What follows belongs to an exercise in optimizing a design on an open flow for small area; a production flow would make more cautious choices. At most, simulation tests tie the RTL to the original design; equivalence was not proved. Function not checked in run 1: the RTL went through the layout flow alone. Power is estimated from default activity; no workload was simulated.

--- config.mk ---
export PLATFORM = sky130hd
export DESIGN_NAME = axi4_lite_regfile_slave
export DESIGN_NICKNAME = axi4_lite_regfile_slave
export VERILOG_FILES = /design/flow/design.v
export SDC_FILE = /design/flow/constraint.sdc
export NUM_CORES = 4
export LEC_CHECK = 0
export CAP_MARGIN = 20
export CORE_MARGIN = 2
export CORE_UTILIZATION = 40
export SLEW_MARGIN = 20
--- constraint.sdc ---
create_clock -name core_clock -period 5.0 [get_ports {ACLK}]
set_input_delay 1.0000 -clock core_clock [delete_from_list [all_inputs] [get_ports {ACLK}]]
set_output_delay 1.0000 -clock core_clock [all_outputs]
set_load 0.01 [all_outputs]
--- design.v ---
module axi4_lite_regfile_slave #(
  parameter int ADDRESS    = 32,
  parameter int DATA_WIDTH = 32,
  parameter int NUM_REGS   = 32
) (
  input  logic                    ACLK,
  input  logic                    ARESETN,
  input  logic [ADDRESS-1:0]      S_AWADDR,
  input  logic                    S_AWVALID,
  output logic                    S_AWREADY,
  input  logic [DATA_WIDTH-1:0]   S_WDATA,
  input  logic [DATA_WIDTH/8-1:0] S_WSTRB,
  input  logic                    S_WVALID,
  output logic                    S_WREADY,
  output logic [1:0]              S_BRESP,
  output logic                    S_BVALID,
  input  logic                    S_BREADY,
  input  logic [ADDRESS-1:0]      S_ARADDR,
  input  logic                    S_ARVALID,
  output logic                    S_ARREADY,
  output logic [DATA_WIDTH-1:0]   S_RDATA,
  output logic [1:0]              S_RRESP,
  output logic                    S_RVALID,
  input  logic                    S_RREADY
);
  localparam int SW    = DATA_WIDTH / 8;
  localparam int OFS   = $clog2(SW);
  localparam int IDX_W = (NUM_REGS > 1) ? $clog2(NUM_REGS) : 1;
  localparam logic [ADDRESS-1:0] NREGS_A = ADDRESS'(NUM_REGS);
  logic st_wa, st_wr, st_rr;           
  logic aw_held, w_held, last_wr;
  logic idle;
  logic [IDX_W-1:0]      pos_q;        
  logic                  ok_q;         
  logic [DATA_WIDTH-1:0] wd_q;
  logic [SW-1:0]         ws_q;
  logic [NUM_REGS-1:0]                 valid;
  logic [SW-1:0][NUM_REGS-1:0][7:0]   mem;    
  logic wr_req, grant_wr, grant_rd, aw_hs, w_hs, do_wr;
  logic [ADDRESS-1:0] aw_word, ar_word;
  logic aw_ok, ar_ok;
  assign idle     = ~st_wa & ~st_wr & ~st_rr;
  assign wr_req   = S_AWVALID | S_WVALID;
  assign grant_wr = wr_req & (~S_ARVALID | ~last_wr);
  assign grant_rd = S_ARVALID & ~grant_wr;
  assign aw_hs    = st_wa & ~aw_held & S_AWVALID;
  assign w_hs     = st_wa & ~w_held & S_WVALID;
  assign do_wr    = st_wa & (aw_held | S_AWVALID) & (w_held | S_WVALID);
  assign aw_word = S_AWADDR >> OFS;
  assign ar_word = S_ARADDR >> OFS;
  assign aw_ok   = aw_word < NREGS_A;
  assign ar_ok   = ar_word < NREGS_A;
  always_ff @(posedge ACLK or negedge ARESETN) begin
    if (!ARESETN) begin
      st_wa   <= 1'b0;
      st_wr   <= 1'b0;
      st_rr   <= 1'b0;
      aw_held <= 1'b0;
      w_held  <= 1'b0;
      last_wr <= 1'b0;
    end else begin
      if (idle) begin
        if (grant_wr) begin
          st_wa   <= 1'b1;
          last_wr <= 1'b1;
        end else if (grant_rd) begin
          st_rr   <= 1'b1;
          last_wr <= 1'b0;
        end
      end
      if (st_wa) begin
        if (do_wr) begin
          st_wa   <= 1'b0;
          st_wr   <= 1'b1;
          aw_held <= 1'b0;
          w_held  <= 1'b0;
        end else begin
          if (aw_hs) aw_held <= 1'b1;
          if (w_hs)  w_held  <= 1'b1;
        end
      end
      if (st_wr && S_BREADY) st_wr <= 1'b0;
      if (st_rr && S_RREADY) st_rr <= 1'b0;
    end
  end
  always_ff @(posedge ACLK) begin
    if (idle) begin
      ok_q  <= ar_ok;
    end else if (st_wa && !aw_held) begin
      ok_q  <= aw_ok;
    end
    if (st_wa && !w_held) begin
      wd_q <= S_WDATA;
      ws_q <= S_WSTRB;
    end
  end
  logic [IDX_W-1:0]    rot, ld_idx;
  logic [NUM_REGS-1:0] dec;
  logic                prev_wr, window;
  always_ff @(posedge ACLK) rot <= rot + 1'b1;
  assign ld_idx = idle ? ar_word[IDX_W-1:0] : aw_word[IDX_W-1:0];
  always_ff @(posedge ACLK)
    if (idle || (st_wa && !aw_held)) pos_q <= ld_idx + rot + 1'b1;
    else                             pos_q <= pos_q + 1'b1;
  always_comb for (int p = 0; p < NUM_REGS; p++) dec[p] = (pos_q == IDX_W'(p));
  always_ff @(posedge ACLK or negedge ARESETN)
    if (!ARESETN) prev_wr <= 1'b0;
    else          prev_wr <= st_wr;
  assign window = (st_wr | prev_wr) & ok_q;
  function automatic logic pol_of(input int p);
    pol_of = (((p + 1) / 2) % 2) == 1;
  endfunction
  logic [NUM_REGS-1:0][DATA_WIDTH-1:0] ring;
  logic [NUM_REGS-1:0]                 vring;
  logic [SW-1:0][7:0]                  wd_m;
  genvar b, p;
  generate
    for (b = 0; b < SW; b++) begin : g_wd
      assign wd_m[b] = ws_q[b] ? wd_q[8*b +: 8] : 8'h00;
    end
    for (p = 0; p < NUM_REGS; p++) begin : g_pos
      localparam int PP = (p + NUM_REGS - 1) % NUM_REGS;
      localparam logic POL = pol_of(p);
      if (p % 2 == 1) begin : g_ins
        logic ins;
        logic [SW-1:0] lane;
        assign ins = window & dec[PP];
        for (b = 0; b < SW; b++) begin : g_lane
          assign lane[b] = ins & (ws_q[b] | ~vring[PP]);
        end
        always_ff @(posedge ACLK)
          for (int j = 0; j < SW; j++)
            ring[p][8*j +: 8] <= lane[j] ? (wd_m[j] ^ {8{POL}}) : ~ring[PP][8*j +: 8];
        always_ff @(posedge ACLK or negedge ARESETN)
          if (!ARESETN) vring[p] <= 1'b0;
          else          vring[p] <= vring[PP] | ins;
      end else begin : g_pass
        always_ff @(posedge ACLK) ring[p] <= ring[PP];
        always_ff @(posedge ACLK or negedge ARESETN)
          if (!ARESETN) vring[p] <= 1'b0;
          else          vring[p] <= vring[PP];
      end
    end
  endgenerate
  always_comb begin
    S_RDATA = '0;
    for (int i = 0; i < NUM_REGS; i++)
      S_RDATA = S_RDATA | ((ring[i] ^ {DATA_WIDTH{pol_of(i)}}) & {DATA_WIDTH{dec[i] & vring[i] & ok_q}});
  end
  assign S_AWREADY = st_wa & ~aw_held;
  assign S_WREADY  = st_wa & ~w_held;
  assign S_ARREADY = idle & grant_rd;
  assign S_BVALID  = st_wr;
  assign S_BRESP   = {~ok_q, 1'b0};
  assign S_RVALID  = st_rr;
  assign S_RRESP   = {~ok_q, 1'b0};
endmodule
--- run.sh ---
#!/bin/bash
# synth_recipe.tcl (not shown) runs the flow's synth.tcl, then flattens the netlist and writes it again
# the make line also repeats each setting of config.mk as NAME=value (left out here)
make -C /OpenROAD-flow-scripts/flow DESIGN_CONFIG=/design/flow/config.mk WORK_HOME=/design/flow/orfs CLKGATE_MAP_FILE= SYNTH_SCRIPT=/design/flow/synth_recipe.tcl finish
==> results of run 1 <==
## synth_stat cells, drive strengths merged, types with 4 or more instances
cell type,n
a22o,19
dfxtp,1034
o221ai,6
nand2b,10
or4,32
inv,63
or3,12
o211ai,12
dfrtp,39
nor4,30
nor2,46
a21oi,65
or2,21
and2,37
nand2,65
nand3b,49
a222oi,11
ha,11
o22a,17
a2bb2oi,48
and4b,4
clkbuf,112
buf,130
xnor2,5
and3,6
a221oi,13
and4,6
o22ai,330
edfxtp,37
a211oi,7
a2111oi,74
o21ai,54
o2bb2ai,25
nand3,57
nor2b,6
a22oi,321
o2111ai,17
nand4,40
nor3,253
## metal layers
layer	track usage	vias up
li1	-	12600
met1	0.475	15500
met2	0.503	3024
met3	0.126	759
met4	0.210	6
met5	0	-
## power groups by stage
stage | Sequential, W | Combinational, W | Clock [W]
CTS | 0.0135 | 0.00406 | 0.00838
global placement | 0.0137 | 0.00398 | 0
detailed placement | 0.0137 | 0.00402 | 0
global route | 0.0138 | 0.00440 | 0.00878
floorplan | 0.0129 | 0.00237 | 0
finish | 0.0137 | 0.00428 | 0.00840
## cell type report
type                            instances  area, um2
Clock inverter                         30        300
Antenna cell                            2       5.00
Fill cell                            7972      44800
Clock buffer                          171       3380
Timing Repair Buffer                  377       3580
Tap cell                             1165       1460
Sequential cell                      1110      22800
Inverter                               63        236
Multi-Input combinational cell       1741      11900
## state kept, by name (all words and copies together), names as in the netlist
signal   flops
ring      1024
vring       32
wd_q        32
pos_q        5
rot          5
ws_q         4
aw_held      1
last_wr      1
ok_q         1
prev_wr      1
st_rr        1
st_wa        1
st_wr        1
w_held       1
## per-stage QoR
step | setup WS (ns) | instance area, um2 | power [W] | setup TNS (ns)
floorplan | 1.19 | 35800 | 0.0153 | 0
global placement | 0.464 | 39600 | 0.0176 | 0
detailed placement | 0.521 | 39600 | 0.0177 | 0
CTS | 0.00227 | 43500 | 0.0260 | 0
global route | -0.0475 | 43700 | 0.0270 | -0.156
finish | -0.0618 | 43700 | 0.0264 | -0.132
## cell families (layout without fill, tap and decap cells)
kind of cell | after synthesis | after routing | share of synthesized area
multiplexers | 5 | 5 | 0.00150
other | 1 | 4 | 0.000105
AO/OA/AOI/OAI | 1036 | 1036 | 0.209
flip-flops | 1110 | 1110 | 0.637
adder cells (fa/ha/maj) | 12 | 12 | 0.00441
XOR/XNOR | 8 | 8 | 0.00234
buffers and inverters | 305 | 641 | 0.0373
AND/OR/NAND/NOR | 678 | 678 | 0.108
## how the worst min path moves through the flow
stage	from	endpoint	slack (ns)
after floorplan	ring[928]$_DFF_P_	ring[960]$_DFF_P_	0.32
after global placement	ring[443]$_DFF_P_	ring[475]$_DFF_P_	0.33
after detailed placement	ring[625]$_DFF_P_	ring[657]$_DFF_P_	0.33
after CTS	ring[751]$_DFF_P_	ring[783]$_DFF_P_	0.35
after global routing	ring[59]$_DFF_P_	ring[91]$_DFF_P_	0.35
final	ring[50]$_DFF_P_	ring[82]$_DFF_P_	0.34
## worst max-delay path: cells and delay by family, from the launching register on
kind | cells | cell delay, ns
flip-flops | 1 | 0.34
buffers and inverters | 2 | 0.69
AO/OA/AOI/OAI | 1 | 0.38
AND/OR/NAND/NOR | 4 | 1.65
adder cells (fa/ha/maj) | 1 | 0.32
## timing repair
item                       CTS  global route
pin swaps                    4             1
setup endpoints to repair   30            25
gates resized for setup     21            46
buffers inserted            14             4
==> out/metrics.cfg, run 1 <==
[status]
status = finished with violations
so_faults = negative setup slack

[yosys]
yosysTopAreaCell = dfxtp_1
avgSynthCellArea_um2 = 11.3
ys.flop_type = dfxtp_1
postSynthCellCount = 3155
synth_cell_types = 75
syn-cell-area_um2 = 35800
synth_top_cell_area_share = 0.579
synth-edff-count = 37
seq_area_frac_synth = 0.637
synth_area_leaders = dfxtp_1, a22oi_1, o22ai_1
yosys_register_bits = 1110
async_reset_ff_frac = 0.0351
ys_warn_count = 1

[drt]
vias_per_cell = 6.86
via_count = 31900
met3_length_mm = 25.8
wl_met1_mm = 63.0
remaining_drc_errors = 0
wl_mm = 169
dr.pass1.iters = 6
ant_nets = 0
drt_iter0_drc = 6182
highest_layer = met5
wl_met2_mm = 68.1
avgRoutedWirePerCell_um = 36.3

[clock_tree]
holdBufCountCts = 0
clk_latency_ns = 0.70
cts.clk_slew.worst_paths_ns = 0.07
clockBufferDepth = 3
cts_sinks = 1110
numCtsBuffers = 107
cts_root_buf = clkbuf_16
cts_tree = yes
cts_max_level = 3

[global_route]
overflow = 0
grt_max_degree = 40
grt.total_usage = 0.359
grt_pass1_wl_mm = 231
grt_pass1_vias = 30400
antenna_found_initial = 5

[power]
ir_worst_vdd_mv = 0.358
pwr-share-clk = 0.319
internal_power_w = 0.0181
p_switching_w = 0.00831
power_frac_seq = 0.519
p_leak_nw = 16.4
pwr-share-comb = 0.162
p_per_area_nw_per_um2 = 603
p_sw_frac = 0.315

[timing]
final-hold-violation-count = 0
hold_ws_ns = 0.339
rsz0062_at_grt = true
maxSlewViolCount = 0
layout_min_cycle_time_ns = 5.06
setup_ws_ns = -0.0618
setup_viol = 4
slew-limit-headroom = 0.171
max_slew.worst_pin.slew_ns = 1.23
finalCritPeriodShare = 1.01
finalClockSkew_ns = 0.0297
max_clock_freq_mhz = 198

[worst_setup_path]
r2r_slack_ns = 1.41
crit_fanout = 17
critPathCapture = S_RDATA[4]
crit_path_max_incr_delay_ns = 0.90
critPathLaunchType = register
critPathLaunch = pos_q[0]$_DFF_P_
crit_required_ns = 4.00
end_kind = output port
rr_endpoint = ring[893]$_DFF_P_
arrival_ns = 4.06
worstSetupPathType = reg -> out
path_cells = inv_1, ha_2, nand3b_1, nor2_4, a2111oi_0, and4_1, nand3_1, clkdlybuf4s50_1
reg2reg_from = pos_q[0]$_DFF_P_
rr_worst_depth = 7
crit_slowest_cell = nor2_4

[die]
die_height_um = 303
boundaryPins = 148
die_w_um = 303
num_rows = 109
dieArea_um2 = 91800
start_util = 0.404
core_um2 = 88500

[placed_design]
dp_hpwl_mm = 104
gp_routability_congestion = 0.977
placement.io_buffers = 141
dpl.cell_count = 4438

[min_path]
hold_path_depth = 0
hp-class = reg -> reg

[finish]
final_cell_count_no_fill = 4659
final_common_cell = dfxtp_1
drive_gt1_frac = 0.147
fin_util = 0.494
nets = 3519
flow.area_growth_from_synthesis_pct = 22.1
final_cell_mix = dfxtp_1, o22ai_1, a22oi_1

[job]
drv_cap = 0

==> inputs of run 2 (changes only) <==
--- a/design.v
+++ b/design.v
@@ -30,7 +30,7 @@
   logic st_wa, st_wr, st_rr;           
   logic aw_held, w_held, last_wr;
   logic idle;
-  logic [IDX_W-1:0]      pos_q;        
+  logic [IDX_W-1:0]      idx_q;        
   logic                  ok_q;         
   logic [DATA_WIDTH-1:0] wd_q;
   logic [SW-1:0]         ws_q;
@@ -85,8 +85,10 @@
   end
   always_ff @(posedge ACLK) begin
     if (idle) begin
+      idx_q <= ar_word[IDX_W-1:0];
       ok_q  <= ar_ok;
     end else if (st_wa && !aw_held) begin
+      idx_q <= aw_word[IDX_W-1:0];
       ok_q  <= aw_ok;
     end
     if (st_wa && !w_held) begin
@@ -94,15 +96,12 @@
       ws_q <= S_WSTRB;
     end
   end
-  logic [IDX_W-1:0]    rot, ld_idx;
+  logic [IDX_W-1:0]    rot, pos;
   logic [NUM_REGS-1:0] dec;
   logic                prev_wr, window;
   always_ff @(posedge ACLK) rot <= rot + 1'b1;
-  assign ld_idx = idle ? ar_word[IDX_W-1:0] : aw_word[IDX_W-1:0];
-  always_ff @(posedge ACLK)
-    if (idle || (st_wa && !aw_held)) pos_q <= ld_idx + rot + 1'b1;
-    else                             pos_q <= pos_q + 1'b1;
-  always_comb for (int p = 0; p < NUM_REGS; p++) dec[p] = (pos_q == IDX_W'(p));
+  assign pos = idx_q + rot;
+  always_comb for (int p = 0; p < NUM_REGS; p++) dec[p] = (pos == IDX_W'(p));
   always_ff @(posedge ACLK or negedge ARESETN)
     if (!ARESETN) prev_wr <= 1'b0;
     else          prev_wr <= st_wr;
==> out/metrics.cfg, run 2 <==
[finish]
seqCellArea_um2 = 22800  ; about the same
flow.area_growth_from_synthesis_pct = 33.3  ; was 22.1%
final_common_cell = dfxtp_1  ; unchanged
largest_register_ffs = 1024  ; unchanged
final.fill_count = 7974  ; was 7972
largestRegisters = ring (1024), vring (32), wd_q (32)  ; unchanged
final_cell_mix = dfxtp_1, buf_4, o22ai_1  ; was dfxtp_1, o22ai_1, a22oi_1
multiInputGateArea_um2 = 14000  ; was 11900 um2
nets = 3941  ; was 3519
finalInstanceArea_um2 = 48900  ; was 43700 um2
top_register = ring  ; unchanged
drive_gt1_frac = 0.250  ; was 0.147

[min_path]
hp-class = reg -> reg  ; unchanged

[clock_tree]
cts.clk_slew.worst_paths_ns = 0.06  ; was 0.07 ns
numCtsBuffers = 109  ; was 107
clockBufferDepth = 3  ; unchanged
cts_tree = yes  ; unchanged
cts_sinks = 1110  ; unchanged
cts_root_buf = clkbuf_16  ; unchanged
cts_max_level = 3  ; unchanged
clk_latency_ns = 0.71  ; was 0.70 ns

[power]
p_leak_nw = 18.4  ; was 16.4 nW
ir_worst_vdd_mv = 0.315  ; was 0.358 mV
p_per_area_nw_per_um2 = 624  ; was 603 nW/um2
power_w = 0.0305  ; was 0.0264 W

[worst_setup_path]
crit_fanout = 10  ; was 17
rr_endpoint = ring[230]$_DFF_P_  ; was ring[893]$_DFF_P_
crit_slowest_cell = or4b_1  ; was nor2_4
path_cells = ha_4, fa_2, buf_6, xnor2_4, buf_6, o31ai_1, a2111oi_2, or4b_1, or4_4, buf_6  ; was inv_1, ha_2, nand3b_1, nor2_4, a2111oi_0, and4_1, nand3_1, clkdlybuf4s50_1
worst-path-buf-inv = 3  ; was 2
critPathMostFrequentCell = buf_6
end_kind = output port  ; unchanged
critPathLaunch = idx_q[0]$_DFFE_PP_  ; was pos_q[0]$_DFF_P_
cp_top_family = simple AND/OR/NAND/NOR gates  ; unchanged
critPathCapture = S_RDATA[19]  ; was S_RDATA[4]
arrival_ns = 4.12  ; was 4.06 ns
critPathLaunchType = register  ; unchanged
reg2reg_from = idx_q[0]$_DFFE_PP_  ; was pos_q[0]$_DFF_P_
worstSetupPathType = reg -> out  ; unchanged
rr_worst_depth = 12  ; was 7
crit_required_ns = 4.00  ; about the same
r2r_slack_ns = 0.59  ; was 1.41 ns
path_depth = 10  ; was 8
crit_path_max_incr_delay_ns = 0.51  ; was 0.90 ns

[yosys]
synth_common_cells = dfxtp_1, o22ai_1, a22oi_1  ; unchanged
ys.flop_type = dfxtp_1  ; unchanged
yosysTopAreaCell = dfxtp_1  ; unchanged
syn-cell-area_um2 = 36700  ; was 35800 um2
seq_area_frac_synth = 0.623  ; was 0.637
synth_top_cell_area_share = 0.562  ; was 0.579
ys_warn_count = 1  ; unchanged
async_reset_ff_frac = 0.0351  ; unchanged
yosys_register_bits = 1110  ; unchanged
synth.most_common_cell = dfxtp_1  ; unchanged
synth_cell_types = 87  ; was 75
synth_area_leaders = dfxtp_1, o22ai_1, a22oi_1  ; was dfxtp_1, a22oi_1, o22ai_1
synth-edff-count = 42  ; was 37
postSynthCellCount = 3304  ; was 3155
avgSynthCellArea_um2 = 11.1  ; was 11.3 um2

[placed_design]
placement.io_buffers = 141  ; unchanged
dp_hpwl_mm = 129  ; was 104 mm
placed_cell_area_um2 = 42400  ; was 39600 um2
gp_routability_congestion = 1.03  ; was 0.977

[timing]
setup_viol = 20  ; was 4
final-hold-violation-count = 0  ; unchanged
rsz0062_at_grt = true  ; unchanged
slew-limit-headroom = 0.179  ; was 0.171
tns_ns = -1.15  ; was -0.132 ns
maxSlewViolCount = 0  ; unchanged
finalClockSkew_ns = 0.0299  ; was 0.0297 ns
max_slew.worst_pin.slew_ns = 1.22  ; was 1.23 ns
max_clock_freq_mhz = 195  ; was 198 MHz
layout_min_cycle_time_ns = 5.12  ; was 5.06 ns
finalCritPeriodShare = 1.02  ; was 1.01
setup_ws_ns = -0.121  ; was -0.0618 ns

[drt]
dr.pass1.iters = 9  ; was 6
drt_iter0_drc = 6389  ; was 6182
via_count = 35200  ; was 31900
ant_nets = 0  ; unchanged
vias_per_cell = 6.89  ; was 6.86
remaining_drc_errors = 0  ; unchanged
wl_mm = 197  ; was 169 mm
avgRoutedWirePerCell_um = 38.5  ; was 36.3 um

[global_route]
antenna_found_initial = 6  ; was 5
grt_max_degree = 40  ; unchanged
grt.total_usage = 0.405  ; was 0.359
grt_pass1_vias = 33600  ; was 30400
overflow = 0  ; unchanged
grt_pass1_wl_mm = 265  ; was 231 mm

[die]
num_rows = 111  ; was 109
die_w_um = 307  ; was 303 um
start_util = 0.402  ; was 0.404
die_height_um = 307  ; was 303 um
boundaryPins = 148  ; unchanged
dieArea_um2 = 94100  ; was 91800 um2
core_um2 = 91200  ; was 88500 um2

[job]
drv_cap = 0  ; unchanged

[status]
status = finished with violations  ; unchanged
so_faults = negative setup slack  ; unchanged

## run 2: cell types whose count changed in the layout (fill, tap and decap cells not counted), moves of 54 or more
cell / change
nand2_1: +67
buf_4: +188
nor2_1: +177
a21oi_1: +54
nor3_1: -230
## run 2: where the power goes
group | internal (W) | switching (W) | total [W]
Combinational | 0.00270 | 0.00447 | 0.00717
Clock | 0.00499 | 0.00361 | 0.00860
Sequential | 0.0124 | 0.00232 | 0.0147
## run 2: area by class of cell
type,instances,share of cell area
tap,1186,0.0304
clock inverter,33,0.00943
sequential,1110,0.467
clock buffer,163,0.0663
multi-input combinational,1907,0.287
antenna,5,0.000256
timing repair buffer,678,0.137
inverter,22,0.00169
## run 2: routing by layer
layer | routed length (um) | global-route usage
met3 | 28100 | 0.140
met1 | 72300 | 0.513
met2 | 78600 | 0.566
met5 | 38 | 0
met4 | 17500 | 0.299
## run 2: repair_timing
item	4_1_cts	5_1_grt
gates resized for setup	366	70
setup buffers	101	36
cloned	6	1
pin swaps	85	38
hold buffers	0	0
endpoints found under the setup margin	32	32
## run 2: worst min-delay path by stage
| stage | from | to | cells past startpoint |
|---|---|---|---|
| final | ring[831]$_DFF_P_ | ring[863]$_DFF_P_ | 0 |
| after global routing | ring[831]$_DFF_P_ | ring[863]$_DFF_P_ | 0 |
| after CTS | ring[103]$_DFF_P_ | ring[135]$_DFF_P_ | 0 |
| after detailed placement | ring[817]$_DFF_P_ | ring[849]$_DFF_P_ | 0 |
| after global placement | ring[817]$_DFF_P_ | ring[849]$_DFF_P_ | 0 |
| after floorplan | ring[315]$_DFF_P_ | ring[347]$_DFF_P_ | 0 |
## run 2: cells by family (layout without fill, tap and decap cells)
kind of cell / after synthesis / count (layout) / synth area share
mux: 9 / 9 / 0.00270
fa+ha+maj: 6 / 6 / 0.00225
simple gates: 568 / 568 / 0.0759
xor+xnor: 7 / 7 / 0.00218
other cells: 1 / 7 / 0.000102
flops: 1110 / 1110 / 0.623
buf+inv: 288 / 896 / 0.0319
compound gates: 1315 / 1315 / 0.262
## run 2: stage by stage
stage	hold slack, ns	std cells	utilization	worst slack, ns
global route	0.344	5101	0.535	-0.157
finish	0.339	5104	0.535	-0.121
global placement	0.328	4761	0.465	-0.345
detailed placement	0.332	4761	0.465	-0.294
floorplan	0.326	3305	-	0.944
CTS	0.336	5062	0.528	-0.208
==> inputs of run 3 (changes only) <==
--- a/design.v
+++ b/design.v
@@ -30,7 +30,6 @@
   logic st_wa, st_wr, st_rr;           
   logic aw_held, w_held, last_wr;
   logic idle;
-  logic [IDX_W-1:0]      idx_q;        
   logic                  ok_q;         
   logic [DATA_WIDTH-1:0] wd_q;
   logic [SW-1:0]         ws_q;
@@ -85,10 +84,8 @@
   end
   always_ff @(posedge ACLK) begin
     if (idle) begin
-      idx_q <= ar_word[IDX_W-1:0];
       ok_q  <= ar_ok;
     end else if (st_wa && !aw_held) begin
-      idx_q <= aw_word[IDX_W-1:0];
       ok_q  <= aw_ok;
     end
     if (st_wa && !w_held) begin
@@ -96,12 +93,28 @@
       ws_q <= S_WSTRB;
     end
   end
-  logic [IDX_W-1:0]    rot, pos;
-  logic [NUM_REGS-1:0] dec;
-  logic                prev_wr, window;
+  localparam int LO_W = 2;
+  localparam int HI_W = IDX_W - LO_W;
+  logic [IDX_W-1:0]      rot, ld_idx, ld_pos;
+  logic [2**LO_W-1:0]    pa_q;
+  logic [2**HI_W-1:0]    pb_q;
+  logic [NUM_REGS-1:0]   dec;
+  logic                  ld, prev_wr, window;
   always_ff @(posedge ACLK) rot <= rot + 1'b1;
-  assign pos = idx_q + rot;
-  always_comb for (int p = 0; p < NUM_REGS; p++) dec[p] = (pos == IDX_W'(p));
+  assign ld     = idle | (st_wa & ~aw_held);
+  assign ld_idx = idle ? ar_word[IDX_W-1:0] : aw_word[IDX_W-1:0];
+  assign ld_pos = ld_idx + rot + 1'b1;
+  always_ff @(posedge ACLK) begin
+    if (ld) begin
+      for (int i = 0; i < 2**LO_W; i++) pa_q[i] <= (ld_pos[LO_W-1:0] == LO_W'(i));
+      for (int i = 0; i < 2**HI_W; i++) pb_q[i] <= (ld_pos[IDX_W-1:LO_W] == HI_W'(i));
+    end else begin
+      pa_q <= {pa_q[2**LO_W-2:0], pa_q[2**LO_W-1]};
+      if (pa_q[2**LO_W-1]) pb_q <= {pb_q[2**HI_W-2:0], pb_q[2**HI_W-1]};
+    end
+  end
+  always_comb
+    for (int p = 0; p < NUM_REGS; p++) dec[p] = pa_q[p % 2**LO_W] & pb_q[p / 2**LO_W];
   always_ff @(posedge ACLK or negedge ARESETN)
     if (!ARESETN) prev_wr <= 1'b0;
     else          prev_wr <= st_wr;
--- a/config.mk
+++ b/config.mk
@@ -8,4 +8,5 @@
 export CAP_MARGIN = 20
 export CORE_MARGIN = 2
 export CORE_UTILIZATION = 40
+export CTS_BUF_LIST = sky130_fd_sc_hd__clkbuf_4 sky130_fd_sc_hd__clkbuf_8
 export SLEW_MARGIN = 20
==> out/metrics.cfg, run 3 <==
[yosys]
synth_xor_area_frac = 0.00253  ; was 0.00218
yosysTopAreaCell = dfxtp_1  ; unchanged
synth_top_cell_area_share = 0.597  ; was 0.562
synth.most_common_cell = dfxtp_1  ; unchanged
synth_area_leaders = dfxtp_1, o22ai_1, a22oi_1  ; unchanged
ys_warn_count = 1  ; unchanged
synth_fa_ha_area_frac = 0.00238  ; was 0.00225
synthMuxAreaShare = 0.00184  ; was 0.00270
synth_compound_area_frac = 0.225  ; was 0.262
postSynthCellCount = 2977  ; was 3304
async_reset_ff_frac = 0.0349  ; was 0.0351
synth_cell_types = 57  ; was 87
synth_top_family_by_area = compound AO/OA/AOI/OAI gates  ; unchanged
ys.flop_type = dfxtp_1  ; unchanged
seq_area_frac_synth = 0.664  ; was 0.623
yosys.area_share.simple = 0.0708  ; was 0.0759
synth-edff-count = 45  ; was 42
yosys_register_bits = 1117  ; was 1110
synth_common_cells = dfxtp_1, o22ai_1, a22oi_1  ; unchanged
avgSynthCellArea_um2 = 11.6  ; was 11.1 um2
syn-cell-area_um2 = 34600  ; was 36700 um2

[power]
power_w = 0.0294  ; was 0.0305 W
p_leak_nw = 15.8  ; was 18.4 nW
ir_worst_vdd_mv = 0.297  ; was 0.315 mV
p_per_area_nw_per_um2 = 704  ; was 624 nW/um2

[worst_setup_path]
worst-path-buf-inv = 3  ; unchanged
crit_slowest_cell = or4_1  ; was or4b_1
path_cells = buf_12, and4_2, buf_12, a221oi_2, o2111ai_1, or4_1, clkdlybuf4s50_1  ; was ha_4, fa_2, buf_6, xnor2_4, buf_6, o31ai_1, a2111oi_2, or4b_1, or4_4, buf_6
cp_top_family = simple AND/OR/NAND/NOR gates  ; unchanged
path_depth = 7  ; was 10
crit_path_max_incr_delay_ns = 0.65  ; was 0.51 ns
critPathMostFrequentCell = buf_12  ; was buf_6
worstSetupPathType = reg -> out  ; unchanged
crit_fanout = 50  ; was 10
critPathLaunchType = register  ; unchanged
arrival_ns = 4.01  ; was 4.12 ns
rr_worst_depth = 6  ; was 12
end_kind = output port  ; unchanged
crit_required_ns = 4.00  ; about the same

[timing]
setup_viol = 1  ; was 20
finalCritPeriodShare = 1.00  ; was 1.02
final-hold-violation-count = 0  ; unchanged
setup_ws_ns = -0.00930  ; was -0.121 ns
max_clock_freq_mhz = 200  ; was 195 MHz
slew-limit-headroom = 0.194  ; was 0.179
rsz0062_at_grt = false  ; was true
max_slew.worst_pin.slew_ns = 1.20  ; was 1.22 ns
maxSlewViolCount = 0  ; unchanged
hold_ws_ns = 0.322  ; was 0.339 ns
finalClockSkew_ns = 0.0408  ; was 0.0299 ns
layout_min_cycle_time_ns = 5.01  ; was 5.12 ns
tns_ns = -0.00930  ; was -1.15 ns

[die]
start_util = 0.405  ; was 0.402
dieArea_um2 = 89000  ; was 94100 um2
die_height_um = 298  ; was 307 um
boundaryPins = 148  ; unchanged
num_rows = 107  ; was 111
die_w_um = 298  ; was 307 um
core_um2 = 85500  ; was 91200 um2

[status]
so_faults = negative setup slack  ; unchanged
status = finished with violations  ; unchanged

[finish]
nets = 3336  ; was 3941
largest_register_ffs = 1024  ; unchanged
largestRegisters = ring (1024), vring (32), wd_q (32)  ; unchanged
multiInputGateArea_um2 = 10700  ; was 14000 um2
final_cell_mix = dfxtp_1, o22ai_1, a22oi_1  ; was dfxtp_1, buf_4, o22ai_1
final_common_cell = dfxtp_1  ; unchanged
finalInstanceArea_um2 = 41700  ; was 48900 um2
seqCellArea_um2 = 23000  ; was 22800 um2
final.fill_count = 7477  ; was 7974
drive_gt1_frac = 0.159  ; was 0.250
flow.area_growth_from_synthesis_pct = 20.5  ; was 33.3%
top_register = ring  ; unchanged

[drt]
vias_per_cell = 6.62  ; was 6.89
dr.pass1.iters = 8  ; was 9
remaining_drc_errors = 0  ; unchanged
avgRoutedWirePerCell_um = 32.7  ; was 38.5 um
via_count = 29900  ; was 35200
ant_nets = 0  ; unchanged
drt_iter0_drc = 4950  ; was 6389
wl_mm = 148  ; was 197 mm

[job]
drv_cap = 0  ; unchanged

[clock_tree]
clk_latency_ns = 0.85  ; was 0.71 ns
cts_sinks = 1117  ; was 1110
numCtsBuffers = 176  ; was 109
cts_max_level = 4  ; was 3
cts_tree = yes  ; unchanged
holdBufCountCts = 0  ; unchanged
clockBufferDepth = 3  ; unchanged
cts.clk_slew.worst_paths_ns = 0.06  ; about the same
cts_root_buf = clkbuf_8  ; was clkbuf_16

[global_route]
grt_pass1_vias = 29700  ; was 33600
grt_pass1_wl_mm = 207  ; was 265 mm
antenna_found_initial = 5  ; was 6
overflow = 0  ; unchanged
grt_max_degree = 50  ; was 40
grt.total_usage = 0.320  ; was 0.405

[placed_design]
gp_routability_congestion = 0.950  ; was 1.03
placed_cell_area_um2 = 37700  ; was 42400 um2
placement.io_buffers = 141  ; unchanged
dp_slack_ns = 0.750  ; was -0.294 ns
dp_hpwl_mm = 83.8  ; was 129 mm

[min_path]
hp-class = in -> async  ; was reg -> reg

## run 3: changes by cell type after synthesis, sizes merged, moves of 29 or more
cell,delta
a21oi,-54
buf,+34
clkbuf,-84
nand2,+35
nor2,-108
o21ai,+29
o2bb2ai,-39
## run 3: final cells by class
type,instances,area share
clock buffers,279,0.0828
well taps,1144,0.0343
multi-input cells,1628,0.257
clock inverters,40,0.0106
diodes,3,0.000180
inverters,18,0.00162
flip-flops and latches,1117,0.551
repair buffers,282,0.0620
## run 3: path summary, 6_finish.rpt
path / from / to / slack, ns
max reg2reg: pa_q[0]$_DFF_P_ / ring[191]$_DFF_P_ / 1.81
min reg2reg: ring[865]$_DFF_P_ / ring[897]$_DFF_P_ / 0.33
max in group asynchronous: ARESETN / vring[29]$_DFF_PN0_ / 4.03
max: ok_q$_DFFE_PN_ / S_RDATA[19] / -0.009
min in group core_clock: ring[865]$_DFF_P_ / ring[897]$_DFF_P_ / 0.33
min: ARESETN / st_wr$_DFFE_PN0P_ / 0.32
## run 3: layer usage
metal,share of wire,track usage,up-vias
li1,-,-,12000
met1,0.37,0.410,14200
met2,0.42,0.467,2936
met3,0.15,0.111,732
met4,0.066,0.185,6
met5,0.00058,0,-
## run 3: logic make-up after synthesis
kind of cell / Yosys count
flops: 1117
simple gates: 482
xor+xnor: 10
compound gates: 1121
fa+ha+maj: 6
mux: 6
buf+inv: 234
other cells: 1
## run 3: repair_timing
item,in CTS,in global routing
gates cloned,0,1
gates resized for setup,8,9
pin swaps,2,1
setup endpoints to repair,12,10
buffers inserted,0,4
## run 3: stage by stage
stage,util,instances
floorplan,-,2978
global placement,0.440,4179
detailed placement,0.441,4184
CTS,0.487,4503
global route,0.488,4510
finish,0.488,4511
## run 3: where the power goes
group / switching, W / internal [W]
Combinational: 0.00286 / 0.00192
Sequential: 0.00282 / 0.0133
Clock: 0.00367 / 0.00481
Total: 0.00935 / 0.0200
==> inputs of run 4 (changes only) <==
--- a/config.mk
+++ b/config.mk
@@ -8,5 +8,4 @@
 export CAP_MARGIN = 20
 export CORE_MARGIN = 2
 export CORE_UTILIZATION = 40
-export CTS_BUF_LIST = sky130_fd_sc_hd__clkbuf_4 sky130_fd_sc_hd__clkbuf_8
 export SLEW_MARGIN = 20
==> out/metrics.cfg, run 4 <==
[die]
dieArea_um2 = 89000  ; unchanged
boundaryPins = 148  ; unchanged
start_util = 0.405  ; unchanged
die_height_um = 298  ; unchanged
num_rows = 107  ; unchanged
core_um2 = 85500  ; unchanged
die_w_um = 298  ; unchanged

[finish]
final.fill_count = 7491  ; was 7477
flow.area_growth_from_synthesis_pct = 19.7  ; was 20.5%
fin_util = 0.485  ; was 0.488
drive_gt1_frac = 0.119  ; was 0.159
multiInputGateArea_um2 = 10700  ; about the same
largest_register_ffs = 1024  ; unchanged
final_cell_mix = dfxtp_1, o22ai_1, a22oi_1  ; unchanged
finalInstanceArea_um2 = 41500  ; was 41700 um2
seqCellArea_um2 = 23000  ; unchanged
largestRegisters = ring (1024), vring (32), wd_q (32)  ; unchanged
final_common_cell = dfxtp_1  ; unchanged
nets = 3265  ; was 3336
top_register = ring  ; unchanged

[placed_design]
placement.io_buffers = 141  ; unchanged
dp_slack_ns = 0.750  ; unchanged
placed_cell_area_um2 = 37700  ; unchanged
dp_hpwl_mm = 83.8  ; unchanged
gp_routability_congestion = 0.950  ; unchanged

[timing]
setup_ws_ns = 0.0370  ; was -0.00930 ns
layout_min_cycle_time_ns = 4.96  ; was 5.01 ns
finalClockSkew_ns = 0.0354  ; was 0.0408 ns
final-hold-violation-count = 0  ; unchanged
maxSlewViolCount = 0  ; unchanged
rsz0062_at_grt = false  ; unchanged
hold_ws_ns = 0.205  ; was 0.322 ns
max_clock_freq_mhz = 201  ; was 200 MHz
max_slew.worst_pin.slew_ns = 1.26  ; was 1.20 ns
tns_ns = 0  ; was -0.00930 ns
slew-limit-headroom = 0.155  ; was 0.194
setup_viol = 0  ; was 1
finalCritPeriodShare = 0.993  ; was 1.00

[drt]
ant_nets = 0  ; unchanged
wl_mm = 146  ; was 148 mm
avgRoutedWirePerCell_um = 33.2  ; was 32.7 um
vias_per_cell = 6.67  ; was 6.62
wl_met2_mm = 61.3  ; was 61.5 mm
dr.pass1.iters = 9  ; was 8
drt_iter0_drc = 4941  ; was 4950
via_count = 29300  ; was 29900
highest_layer = met5  ; unchanged
remaining_drc_errors = 0  ; unchanged
wl_met1_mm = 55.1  ; was 54.5 mm
met3_length_mm = 20.0  ; was 21.7 mm

[yosys]
synth_area_leaders = dfxtp_1, o22ai_1, a22oi_1  ; unchanged
synth_top_cell_area_share = 0.597  ; unchanged
ys_warn_count = 1  ; unchanged
synth_cell_types = 57  ; unchanged
synth.most_common_cell = dfxtp_1  ; unchanged
synth-edff-count = 45  ; unchanged
syn-cell-area_um2 = 34600  ; unchanged
yosysTopAreaCell = dfxtp_1  ; unchanged
postSynthCellCount = 2977  ; unchanged
ys.flop_type = dfxtp_1  ; unchanged
synth_common_cells = dfxtp_1, o22ai_1, a22oi_1  ; unchanged
avgSynthCellArea_um2 = 11.6  ; unchanged
async_reset_ff_frac = 0.0349  ; unchanged
yosys_register_bits = 1117  ; unchanged
seq_area_frac_synth = 0.664  ; unchanged

[clock_tree]
post-cts-setup-buffer-count = 0  ; unchanged
holdBufCountCts = 0  ; unchanged
clockBufferDepth = 3  ; unchanged
cts_sinks = 1117  ; unchanged
numCtsBuffers = 109  ; was 176
clk_latency_ns = 0.68  ; was 0.85 ns
cts_root_buf = clkbuf_16  ; was clkbuf_8
cts_max_level = 3  ; was 4
cts_tree = yes  ; unchanged
cts.clk_slew.worst_paths_ns = 0.06  ; about the same

[global_route]
grt.total_usage = 0.316  ; was 0.320
grt_max_degree = 50  ; unchanged
grt_pass1_wl_mm = 205  ; was 207 mm
grt_pass1_vias = 29200  ; was 29700
antenna_found_initial = 4  ; was 5
overflow = 0  ; unchanged

[job]
drv_cap = 0  ; unchanged

[power]
ir_worst_vdd_mv = 0.349  ; was 0.297 mV
p_per_area_nw_per_um2 = 706  ; was 704 nW/um2
p_leak_nw = 15.5  ; was 15.8 nW

[worst_setup_path]
critPathLaunchType = register  ; unchanged
crit_required_ns = 4.00  ; about the same
worst-path-buf-inv = 2  ; was 3
crit_fanout = 21  ; was 50
worstSetupPathType = reg -> out  ; unchanged
crit_path_max_incr_delay_ns = 1.18  ; was 0.65 ns
path_cells = and4_2, buf_4, a22oi_1, o211ai_1, nor4_1, nand4_1, clkdlybuf4s50_1  ; was buf_12, and4_2, buf_12, a221oi_2, o2111ai_1, or4_1, clkdlybuf4s50_1
crit_slowest_cell = and4_2  ; was or4_1
cp_top_family = simple AND/OR/NAND/NOR gates  ; unchanged
arrival_ns = 3.96  ; was 4.01 ns
end_kind = output port  ; unchanged

[min_path]
hp-class = in -> async  ; unchanged

[status]
status = no timing/DRC/antenna violations  ; was finished with violations

run 4: cell types whose count changed in the layout (fill, tap and decap cells not counted), moves of 2 or more:
cell | before | now
buf_6 | 4 | 2
inv_8 | 3 | 0
clkbuf_4 | 61 | 0
and4_2 | 3 | 10
clkbuf_16 | 0 | 114
and4_4 | 13 | 6
clkinv_8 | 0 | 2
clkbuf_8 | 218 | 24
clkbuf_1 | 0 | 26
bufinv_16 | 8 | 6
run 4: kinds of logic (layout without fill, tap and decap cells):
| kind of cell | Yosys count | after routing | synth area share |
|---|---|---|---|
| AOI/OAI and AO/OA | 1121 | 1121 | 0.225 |
| xor gates and xnor gates | 10 | 10 | 0.00253 |
| muxes | 6 | 6 | 0.00184 |
| buffers and inverters | 234 | 499 | 0.0327 |
| adders and majority gates | 6 | 6 | 0.00238 |
| and+or+nand+nor | 482 | 482 | 0.0708 |
| other | 1 | 5 | 0.000108 |
| DFF | 1117 | 1117 | 0.664 |
run 4: where the power goes:
group          switching [W]  leakage [nW]  internal (W)  total, W
registers            0.00282          9.78        0.0133    0.0161
logic                0.00285          3.88       0.00192   0.00477
clock network        0.00351          1.82       0.00484   0.00836
run 4: what timing repair did:
item / 4_1_cts / 5_1_grt
endpoints found under the setup margin: 0 / 2
endpoints found under the hold margin: 0 / 0
gates resized for setup: 0 / 6
run 4: path summary, 6_finish.rpt:
check	startpoint	slack, ns	to	cells past startpoint
min in group core_clock	ring[312]$_DFF_P_	0.33	ring[344]$_DFF_P_	0
max in group asynchronous	ARESETN	4.32	vring[27]$_DFF_PN0_	2
min reg2reg	ring[312]$_DFF_P_	0.33	ring[344]$_DFF_P_	0
min	ARESETN	0.21	last_wr$_DFFE_PN0P_	1
max reg2reg	st_wr$_DFFE_PN0P_	1.79	pb_q[7]$_DFFE_PP_	10
max	pa_q[0]$_DFF_P_	0.04	S_RDATA[6]	7
run 4: routing by layer:
layer / global-route usage / vias to the layer above
met5: 0 / -
met1: 0.408 / 14200
met2: 0.463 / 2653
met3: 0.103 / 691
met4: 0.184 / 8
li1: - / 11800
run 4: final cells by class:
cell class	instances	area share
Tap cell	1144	0.0345
Clock inverter	38	0.00930
Antenna cell	3	0.000181
Timing Repair Buffer	279	0.0617
Inverter	18	0.00163
Sequential cell	1117	0.555
Multi-Input combinational cell	1627	0.259
Clock buffer	164	0.0791
run 4: stage by stage:
step / power, W / cells
after global placement: 0.0204 / 4179
final: 0.0292 / 4390
after CTS: 0.0289 / 4386
after global routing: 0.0302 / 4387
after floorplan: 0.0178 / 2978
after detailed placement: 0.0206 / 4184

port drivers added, routing unchanged:
How much do the figures lean on ideal ports? The routed layouts below were timed once more, with nothing changed but the port constraints. Step 1 (the two cells are an assumption about what drives the block):
set clk [get_ports {ACLK}]
set_driving_cell -lib_cell sky130_fd_sc_hd__clkbuf_16 $clk
set_driving_cell -lib_cell sky130_fd_sc_hd__buf_2 [delete_from_list [all_inputs] $clk]
Step 2 adds t to the input delays and takes it off the output delays; t is the mean of the earliest and latest rising clock arrival at the registers after step 1. Input paths then give back, and output paths get back, about the clock's delay inside the block. a / b / c = ideal ports / drivers / drivers and shift; a / b = the first two.
| run | t, ns | setup slack, ns | worst register clock-pin slew, ns |
|---|---|---|---|
| run 1 | 0.754 | -0.062 / -0.134 / 0.619 | 0.07 / 0.07 |
| run 2 | 0.768 | -0.121 / -0.196 / 0.571 | 0.07 / 0.07 |
| run 3 | 0.899 | -0.009 / -0.076 / 0.823 | 0.07 / 0.07 |
| run 4 | 0.736 | 0.037 / -0.033 / 0.703 | 0.07 / 0.07 |
